This is an optimization exercise on Yosys and OpenROAD, whose aim is small area and a short achievable clock period, not a production implementation. RTL that was checked went through simulation tests only; none was proved equivalent to the original. Power figures rest on the tool's default switching activity, not on a simulated workload.

==> run R <==
==> flow/design.v <==
`default_nettype none
package sprite_pkg;
	localparam int COORD_W = 9;  
	localparam int WORD_W  = 32;  
	localparam int INDEX_W = 5;  
	localparam int OFFSET_LSB = 0;
	localparam int Y_LSB      = 9;
	localparam int X_LSB      = 18;
	localparam int ATTR_W     = 3 * COORD_W;  
	localparam logic [WORD_W-1:0] NO_HIT_WORD = 32'h0000_0001;
	typedef enum logic [1:0] {
		FIELD_OFFSET = 2'd0,
		FIELD_Y      = 2'd1,
		FIELD_X      = 2'd2  
	} field_sel_e;
	typedef struct packed {
		logic [COORD_W-1:0] x;  
		logic [COORD_W-1:0] y;  
		logic [COORD_W-1:0] offset;  
	} sprite_attr_t;
	typedef struct packed {
		logic [COORD_W-1:0] x;
		logic [COORD_W-1:0] y;
	} check_t;
	typedef struct packed {
		logic [INDEX_W-1:0] index;  
		field_sel_e         field;
		logic [WORD_W-1:0]  data;  
	} wr_req_t;
endpackage
`default_nettype wire
`timescale 1ns/1ns
`default_nettype none
module sprite_table_top (
	input  wire        clk,
	input  wire        rst_n,
	input  wire        write,
	input  wire [38:0] wr_req,  
	input  wire [17:0] check,  
	output logic [31:0] read_data,
	output logic        success
);
	localparam int N = 31;  
	wire [4:0] idx = wr_req[38:34];
	wire [1:0] fld = wr_req[33:32];
	wire [8:0] cx  = check[17:9];
	wire [8:0] cy  = check[8:0];
	logic [8:0] ex [1:N];
	logic [8:0] ey [1:N];
	logic [8:0] eo [1:N];
	logic [N:1] valid;
	wire [8:0] dx = wr_req[26:18] & {9{rst_n}};
	wire [8:0] dy = wr_req[17:9]  & {9{rst_n}};
	wire [8:0] doff = wr_req[8:0] & {9{rst_n}};
	always_ff @(posedge clk) begin
		for (int i = 1; i <= N; i++) begin
			if (!rst_n || (write && idx == 5'(i) && fld == 2'd2)) ex[i] <= dx;
			if (!rst_n || (write && idx == 5'(i) && fld == 2'd1)) ey[i] <= dy;
			if (!rst_n || (write && idx == 5'(i) && fld == 2'd0)) eo[i] <= doff;
			valid[i] <= rst_n && (valid[i] || (write && idx == 5'(i) && fld != 2'd3));
		end
	end
	always_ff @(posedge clk) begin
		success <= rst_n && write && idx != 5'd0 && fld != 2'd3;
	end
	wire       lk = rst_n && !write;
	wire [9:0] cym = {1'b0, cy} - 10'd19;
	wire [8:0] lo = cym[9] ? 9'd0 : cym[8:0];
	function automatic logic le9(input logic [8:0] a, input logic [8:0] b);
		logic gt;
		logic eq;
		gt = 1'b0;
		eq = 1'b1;
		for (int k = 8; k >= 0; k--) begin
			gt = gt || (eq && a[k] && !b[k]);
			eq = eq && (a[k] == b[k]);
		end
		le9 = !gt;
	endfunction
	logic [N:1] hit;
	always_comb begin
		for (int i = 1; i <= N; i++)
			hit[i] = lk && valid[i] && (ex[i] == cx) && le9(ey[i], cy) && le9(lo, ey[i]);
	end
	logic [N:1] sel;
	logic       seen;
	logic [13:0] word;
	always_comb begin
		seen = 1'b0;
		word = '0;
		for (int i = 1; i <= N; i++) begin
			sel[i] = hit[i] && !seen;
			seen   = seen || hit[i];
			word   = word | ({14{sel[i]}} & {ey[i][4:0], eo[i]});
		end
	end
	wire [4:0] wyl = word[13:9];
	wire [3:0] wyh = (wyl <= cy[4:0]) ? cy[8:5] : lo[8:5];
	wire [8:0] rx  = cx & {9{seen}};
	wire [3:0] ryh = wyh & {4{seen}};
	always_ff @(posedge clk) begin
		read_data <= {5'b0, rx, ryh, wyl, word[8:1], word[0] | !seen};
	end
endmodule
`default_nettype wire
==> flow/run.sh <==
#!/bin/bash
# synth_recipe.tcl (not shown) runs the flow's synth.tcl, then flattens the netlist and writes it again
# the make line also repeats each setting of config.mk as NAME=value (left out here)
make -C /OpenROAD-flow-scripts/flow DESIGN_CONFIG=/design/flow/config.mk WORK_HOME=/design/flow/orfs CLKGATE_MAP_FILE= SYNTH_SCRIPT=/design/flow/synth_recipe.tcl finish
==> flow/config.mk <==
export PLATFORM = sky130hd
export DESIGN_NAME = sprite_table_top
export DESIGN_NICKNAME = sprite_table_top
export VERILOG_FILES = /design/flow/design.v
export SDC_FILE = /design/flow/constraint.sdc
export NUM_CORES = 4
export LEC_CHECK = 0
export CAP_MARGIN = 20
export CORE_MARGIN = 2
export CORE_UTILIZATION = 40
export SETUP_SLACK_MARGIN = 3.2
export SLEW_MARGIN = 20
==> flow/constraint.sdc <==
create_clock -name core_clock -period 7.0 [get_ports {clk}]
set_input_delay 1.4000 -clock core_clock [delete_from_list [all_inputs] [get_ports {clk}]]
set_output_delay 1.4000 -clock core_clock [all_outputs]
set_load 0.01 [all_outputs]
==> run A (differences from run R) <==
--- a/flow/design.v
+++ b/flow/design.v
@@ -28,6 +28,85 @@
 		logic [WORD_W-1:0]  data;  
 	} wr_req_t;
 endpackage
+`default_nettype wire
+`timescale 1ns/1ns
+`default_nettype none
+module sprite_hit_detect (
+	input  wire       valid,
+	input  wire [8:0] ex,
+	input  wire [8:0] ey,
+	input  wire [8:0] cx,
+	input  wire [3:0] ch,
+	input  wire [3:0] chm1,  
+	input  wire       chnz,  
+	input  wire [4:0] cl,
+	input  wire       c_hi,  
+	output logic      hit,
+	output logic      inh  
+);
+	function automatic logic le5(input logic [4:0] a, input logic [4:0] b);
+		logic gt;
+		logic eqh;
+		gt  = 1'b0;
+		eqh = 1'b1;
+		for (int k = 4; k >= 0; k--) begin
+			gt  = gt | (eqh & a[k] & ~b[k]);
+			eqh = eqh & ~(a[k] ^ b[k]);
+		end
+		le5 = ~gt;
+	endfunction
+	wire [5:0] w   = {1'b0, ey[4:0]} + 6'd19;
+	wire xe = (ex == cx);
+	wire e1 = (ey[8:5] == ch);
+	wire e0 = (ey[8:5] == chm1) && chnz;
+	wire le = le5(ey[4:0], cl);
+	wire gc = le5(cl, w[4:0]);
+	wire ge = c_hi ? (w[5] || gc) : (w[5] && gc);
+	assign inh = e1;
+	assign hit = valid && xe && ((e1 && le && (ge || !c_hi)) || (e0 && ge && !c_hi));
+endmodule
+`default_nettype wire
+`timescale 1ns/1ns
+`default_nettype none
+module sprite_priority_sel #(
+	parameter int N = 31,  
+	parameter int W = 15
+) (
+	input  wire [N:1]     hit,
+	input  wire [N*W-1:0] data,  
+	output logic          found,
+	output logic [W-1:0]  word
+);
+	localparam int G = (N + 1 + 3) / 4;
+	logic [G-1:0] gany;
+	logic [W-1:0] gword [G];
+	always_comb begin
+		for (int g = 0; g < G; g++) begin
+			logic seen;
+			seen     = 1'b0;
+			gword[g] = '0;
+			for (int k = 0; k < 4; k++) begin
+				int i;
+				i = 4 * g + k;
+				if (i >= 1 && i <= N) begin
+					if (hit[i] && !seen)
+						gword[g] = gword[g] | data[(i-1)*W +: W];
+					seen = seen || hit[i];
+				end
+			end
+			gany[g] = seen;
+		end
+	end
+	always_comb begin
+		found = 1'b0;
+		word  = '0;
+		for (int g = 0; g < G; g++) begin
+			if (gany[g] && !found)
+				word = word | gword[g];
+			found = found || gany[g];
+		end
+	end
+endmodule
 `default_nettype wire
 `timescale 1ns/1ns
 `default_nettype none
@@ -63,43 +142,44 @@
 	always_ff @(posedge clk) begin
 		success <= rst_n && write && idx != 5'd0 && fld != 2'd3;
 	end
-	wire       lk = rst_n && !write;
-	wire [9:0] cym = {1'b0, cy} - 10'd19;
-	wire [8:0] lo = cym[9] ? 9'd0 : cym[8:0];
-	function automatic logic le9(input logic [8:0] a, input logic [8:0] b);
-		logic gt;
-		logic eq;
-		gt = 1'b0;
-		eq = 1'b1;
-		for (int k = 8; k >= 0; k--) begin
-			gt = gt || (eq && a[k] && !b[k]);
-			eq = eq && (a[k] == b[k]);
-		end
-		le9 = !gt;
-	endfunction
-	logic [N:1] hit;
-	always_comb begin
-		for (int i = 1; i <= N; i++)
-			hit[i] = lk && valid[i] && (ex[i] == cx) && le9(ey[i], cy) && le9(lo, ey[i]);
+	wire [3:0] ch   = cy[8:5];
+	wire [4:0] cl   = cy[4:0];
+	wire       c_hi = (cl >= 5'd19);
+	wire [3:0] chm1 = ch - 4'd1;
+	wire       chnz = |ch;
+	logic [N:1]      hit;
+	logic [N:1]      inh;
+	logic [N*18-1:0] data;
+	wire             lk = rst_n && !write;  
+	for (genvar i = 1; i <= N; i++) begin : g_ent
+		sprite_hit_detect hit_i (
+			.valid(valid[i] && lk),
+			.ex   (ex[i]),
+			.ey   (ey[i]),
+			.cx   (cx),
+			.ch   (ch),
+			.chm1 (chm1),
+			.chnz (chnz),
+			.cl   (cl),
+			.c_hi (c_hi),
+			.hit  (hit[i]),
+			.inh  (inh[i])
+		);
+		assign data[(i-1)*18 +: 18] = {ey[i], eo[i]};
 	end
-	logic [N:1] sel;
-	logic       seen;
-	logic [13:0] word;
-	always_comb begin
-		seen = 1'b0;
-		word = '0;
-		for (int i = 1; i <= N; i++) begin
-			sel[i] = hit[i] && !seen;
-			seen   = seen || hit[i];
-			word   = word | ({14{sel[i]}} & {ey[i][4:0], eo[i]});
-		end
-	end
-	wire [4:0] wyl = word[13:9];
-	wire [3:0] wyh = (wyl <= cy[4:0]) ? cy[8:5] : lo[8:5];
-	wire [8:0] rx  = cx & {9{seen}};
-	wire [3:0] ryh = wyh & {4{seen}};
+	logic        found;
+	logic [17:0] word;
+	sprite_priority_sel #(
+		.N(N),
+		.W(18)
+	) priority_sel_i (
+		.hit  (hit),
+		.data (data),
+		.found(found),
+		.word (word)
+	);
 	always_ff @(posedge clk) begin
-		read_data <= {5'b0, rx, ryh, wyl, word[8:1], word[0] | !seen};
+		read_data <= {5'b0, cx & {9{found}}, word[17:1], word[0] || !found};
 	end
 endmodule
 `default_nettype wire
Settings changed: ABC_AREA from default to 1, CORE_UTILIZATION 40 to 70, CTS_BUF_LIST from default to sky130_fd_sc_hd__clkbuf_8, CTS_CLUSTER_SIZE from default to 20, SETUP_SLACK_MARGIN 3.2 to 3.5.
==> run G (differences from run R) <==
--- a/flow/design.v
+++ b/flow/design.v
@@ -63,43 +63,81 @@
 	always_ff @(posedge clk) begin
 		success <= rst_n && write && idx != 5'd0 && fld != 2'd3;
 	end
-	wire       lk = rst_n && !write;
-	wire [9:0] cym = {1'b0, cy} - 10'd19;
-	wire [8:0] lo = cym[9] ? 9'd0 : cym[8:0];
-	function automatic logic le9(input logic [8:0] a, input logic [8:0] b);
-		logic gt;
-		logic eq;
-		gt = 1'b0;
-		eq = 1'b1;
-		for (int k = 8; k >= 0; k--) begin
-			gt = gt || (eq && a[k] && !b[k]);
-			eq = eq && (a[k] == b[k]);
-		end
-		le9 = !gt;
+	wire [3:0] ch = cy[8:5];
+	wire [4:0] cl = cy[4:0];
+	logic [3:0] chm1;  
+	logic [4:0] lol;  
+	logic       c_hi;  
+	always_comb begin
+		chm1 = '0;
+		for (int v = 0; v < 16; v++)
+			if (ch == 4'(v)) chm1 = 4'(v - 1);
+		lol  = '0;
+		c_hi = 1'b0;
+		for (int v = 0; v < 32; v++)
+			if (cl == 5'(v)) begin
+				lol  = 5'(v + 13);
+				c_hi = (v >= 19);
+			end
+	end
+	wire chnz = |ch;
+	function automatic logic le5(input logic [4:0] a, input logic [4:0] b);
+		logic c;
+		c = 1'b1;
+		for (int k = 0; k < 5; k++)
+			c = b[k] ? (!a[k] || c) : (!a[k] && c);
+		le5 = c;
 	endfunction
 	logic [N:1] hit;
+	logic [N:1] inh;  
 	always_comb begin
-		for (int i = 1; i <= N; i++)
-			hit[i] = lk && valid[i] && (ex[i] == cx) && le9(ey[i], cy) && le9(lo, ey[i]);
-	end
-	logic [N:1] sel;
-	logic       seen;
-	logic [13:0] word;
-	always_comb begin
-		seen = 1'b0;
-		word = '0;
 		for (int i = 1; i <= N; i++) begin
-			sel[i] = hit[i] && !seen;
-			seen   = seen || hit[i];
-			word   = word | ({14{sel[i]}} & {ey[i][4:0], eo[i]});
+			logic xe, e1, e0, le, ge;
+			xe  = (ex[i] == cx);
+			e1  = (ey[i][8:5] == ch);
+			e0  = (ey[i][8:5] == chm1) && chnz;
+			le  = le5(ey[i][4:0], cl);
+			ge  = le5(lol, ey[i][4:0]);
+			inh[i] = e1;
+			hit[i] = valid[i] && xe && ((e1 && le && (ge || !c_hi)) || (e0 && ge && !c_hi));
 		end
 	end
-	wire [4:0] wyl = word[13:9];
-	wire [3:0] wyh = (wyl <= cy[4:0]) ? cy[8:5] : lo[8:5];
-	wire [8:0] rx  = cx & {9{seen}};
-	wire [3:0] ryh = wyh & {4{seen}};
+	localparam int G = 8;
+	logic [G-1:0]  gany;
+	logic [14:0]   gword [G];
+	always_comb begin
+		for (int g = 0; g < G; g++) begin
+			logic seen;
+			seen     = 1'b0;
+			gword[g] = '0;
+			for (int k = 0; k < 4; k++) begin
+				int i;
+				i = 4 * g + k;
+				if (i >= 1 && i <= N) begin
+					if (hit[i] && !seen)
+						gword[g] = gword[g] | {inh[i], ey[i][4:0], eo[i]};
+					seen = seen || hit[i];
+				end
+			end
+			gany[g] = seen;
+		end
+	end
+	logic        found;
+	logic [14:0] word;
+	always_comb begin
+		found = 1'b0;
+		word  = '0;
+		for (int g = 0; g < G; g++) begin
+			if (gany[g] && !found)
+				word = word | gword[g];
+			found = found || gany[g];
+		end
+	end
+	wire       lk  = rst_n && !write;
+	wire       hv  = lk && found;
+	wire [3:0] wyh = word[14] ? ch : chm1;
 	always_ff @(posedge clk) begin
-		read_data <= {5'b0, rx, ryh, wyl, word[8:1], word[0] | !seen};
+		read_data <= {5'b0, cx & {9{hv}}, wyh & {4{hv}}, word[13:1] & {13{hv}}, (word[0] && lk) || !hv};
 	end
 endmodule
 `default_nettype wire
Settings changed: CORE_UTILIZATION 40 to 60, SETUP_SLACK_MARGIN 3.2 to 3.5.
==> run C (differences from run R) <==
--- a/flow/design.v
+++ b/flow/design.v
@@ -63,43 +63,45 @@
 	always_ff @(posedge clk) begin
 		success <= rst_n && write && idx != 5'd0 && fld != 2'd3;
 	end
-	wire       lk = rst_n && !write;
-	wire [9:0] cym = {1'b0, cy} - 10'd19;
-	wire [8:0] lo = cym[9] ? 9'd0 : cym[8:0];
-	function automatic logic le9(input logic [8:0] a, input logic [8:0] b);
-		logic gt;
-		logic eq;
-		gt = 1'b0;
-		eq = 1'b1;
-		for (int k = 8; k >= 0; k--) begin
-			gt = gt || (eq && a[k] && !b[k]);
-			eq = eq && (a[k] == b[k]);
+	wire       lk  = rst_n && !write;
+	wire [3:0] ch  = cy[8:5];
+	wire [4:0] cl  = cy[4:0];
+	wire       c_hi = (cl >= 5'd19);  
+	wire       c_z  = (ch == 4'd0);  
+	wire       s_one = c_hi || c_z;  
+	wire [3:0] loh = s_one ? ch : ch - 4'd1;
+	wire [4:0] lol = c_hi ? cl - 5'd19 : (c_z ? 5'd0 : cl + 5'd13);
+	logic [N:1] hit;
+	logic [N:1] inh;  
+	always_comb begin
+		for (int i = 1; i <= N; i++) begin
+			logic xeq, e1, e0, le, ge;
+			xeq = (ex[i] == cx);
+			e1  = (ey[i][8:5] == ch);
+			e0  = (ey[i][8:5] == loh);
+			le  = (ey[i][4:0] <= cl);
+			ge  = (ey[i][4:0] >= lol);
+			inh[i] = e1;
+			hit[i] = lk && valid[i] && xeq && ((e1 && le && (ge || !s_one)) || (e0 && ge && !s_one));
 		end
-		le9 = !gt;
-	endfunction
-	logic [N:1] hit;
-	always_comb begin
-		for (int i = 1; i <= N; i++)
-			hit[i] = lk && valid[i] && (ex[i] == cx) && le9(ey[i], cy) && le9(lo, ey[i]);
 	end
 	logic [N:1] sel;
 	logic       seen;
-	logic [13:0] word;
+	logic [14:0] word;
 	always_comb begin
 		seen = 1'b0;
 		word = '0;
 		for (int i = 1; i <= N; i++) begin
 			sel[i] = hit[i] && !seen;
 			seen   = seen || hit[i];
-			word   = word | ({14{sel[i]}} & {ey[i][4:0], eo[i]});
+			word   = word | ({15{sel[i]}} & {inh[i], ey[i][4:0], eo[i]});
 		end
 	end
-	wire [4:0] wyl = word[13:9];
-	wire [3:0] wyh = (wyl <= cy[4:0]) ? cy[8:5] : lo[8:5];
+	wire [3:0] wyh = word[14] ? ch : loh;
 	wire [8:0] rx  = cx & {9{seen}};
 	wire [3:0] ryh = wyh & {4{seen}};
 	always_ff @(posedge clk) begin
-		read_data <= {5'b0, rx, ryh, wyl, word[8:1], word[0] | !seen};
+		read_data <= {5'b0, rx, ryh, word[13:1], word[0] | !seen};
 	end
 endmodule
 `default_nettype wire
Settings changed: CORE_UTILIZATION 40 to 60, SETUP_SLACK_MARGIN 3.2 to 0.2.
==> summary of the runs <==
In run G the global-route usage is higher than in run R, by 16 points. First-iteration DRC count: run C < run R < run G < run A. Between run G and run R, the lower hold slack is in run G (gap 0.012 ns). Count of clock-buffer cells in the layout, lowest first: run C, run G, run R, run A. Of run G and run R, run R has the higher cell count (gap about 10%, measured against run R). In run C the via count is lower than in run R, by 12%. Synthesized cell count, highest first: run A, run G, run R, run C. Setup slack: run A is better than run C (2.9 ns). Clock power, highest first: run R, run C, run G, run A. Synthesized area, lowest first: run R, run C, run G, run A.
==> figures <==
| metric | run C | run A | run R | run G |
|---|---|---|---|---|
| Post-Syn Instances | 3488 | 5105 | 3804 | 3919 |
| Switching Share | 0.252 | 0.284 | 0.262 | 0.262 |
| Reg power frac | 0.486 | 0.513 | 0.476 | 0.494 |
| Beginning of the critical path | check[1] | check[7] | check[0] | check[13] |
| Share of cells above drive strength 1 | 0.118 | 0.154 | 0.233 | 0.221 |
| Reported sequential group power | 0.00653 W | 0.00656 W | 0.00657 W | 0.00658 W |
| Total power of the final layout | 0.0134 W | 0.0128 W | 0.0138 W | 0.0133 W |
| Well-Tap Cells | 969 | 882 | 1500 | 1030 |
| Highest-delay cell along the critical path | sky130_fd_sc_hd__a2111oi_0 | sky130_fd_sc_hd__buf_4 | sky130_fd_sc_hd__or4_4 | sky130_fd_sc_hd__nor3_2 |
| Reg-to-Reg Start | ey[8][2] | ey[4][0] | ey[10][0] | ey[6][0] |
| Global routing met2 resource utilization | 0.536 | 0.672 | 0.418 | 0.656 |
| Post-layout minimum cycle time | 6.60 ns | 3.67 ns | 6.37 ns | 4.61 ns |
| Initial antenna violation count | 0 | 6 | 0 | 9 |
| Required time of the critical path | 7.51 ns | 7.69 ns | 7.56 ns | 7.56 ns |
| Switching power total | 0.00339 W | 0.00363 W | 0.00362 W | 0.00349 W |
| Status | complete, no violations | complete, no violations | complete, no violations | complete, no violations |
| Vias per std cell | 6.48 | 6.43 | 5.86 | 7.04 |
| Sequential area share after synthesis | 0.579 | 0.546 | 0.582 | 0.571 |
| FP Rows | 100 | 96 | 123 | 101 |
| Pin count of the biggest net entering global routing | 55 | 73 | 75 | 76 |
| Share of the clock period used by the worst path after layout | 0.943 | 0.524 | 0.910 | 0.658 |
For run R and run C, only the layout was checked, not whether the RTL still works.

[separate check: timing with driven ports]
How much do the figures lean on ideal ports? The routed layouts below were timed once more, with nothing changed but the port constraints. Step 1 (the two cells are an assumption about what drives the block):
set clk [get_ports {clk}]
set_driving_cell -lib_cell sky130_fd_sc_hd__clkbuf_16 $clk
set_driving_cell -lib_cell sky130_fd_sc_hd__buf_2 [delete_from_list [all_inputs] $clk]
Step 2 also shifts input and output timing later by t, the mid clock arrival at the registers, as if the neighbouring blocks saw the same clock. Slacks: no drivers / after step 1 / after step 2; pairs: no drivers / after step 1.
| run | shift t [ns] | setup WS [ns] | worst setup path after step 2 | worst data-port slew with drivers (ns) |
|---|---|---|---|---|
| run R | 0.752 | 0.633 / 0.638 / -0.114 | input to register | 0.11 |
| run A | 0.875 | 3.335 / 3.220 / 2.345 | input to register | 0.29 |
| run G | 0.736 | 2.391 / 2.380 / 1.644 | input to register | 0.18 |
| run C | 0.720 | 0.397 / 0.444 / -0.276 | input to register | 0.16 |
Met with ideal ports but missed after step 2: setup timing in run R and run C. For run A, which loses most, drivers alone change the setup slack by -0.115 ns; drivers and shift together by -0.990 ns.
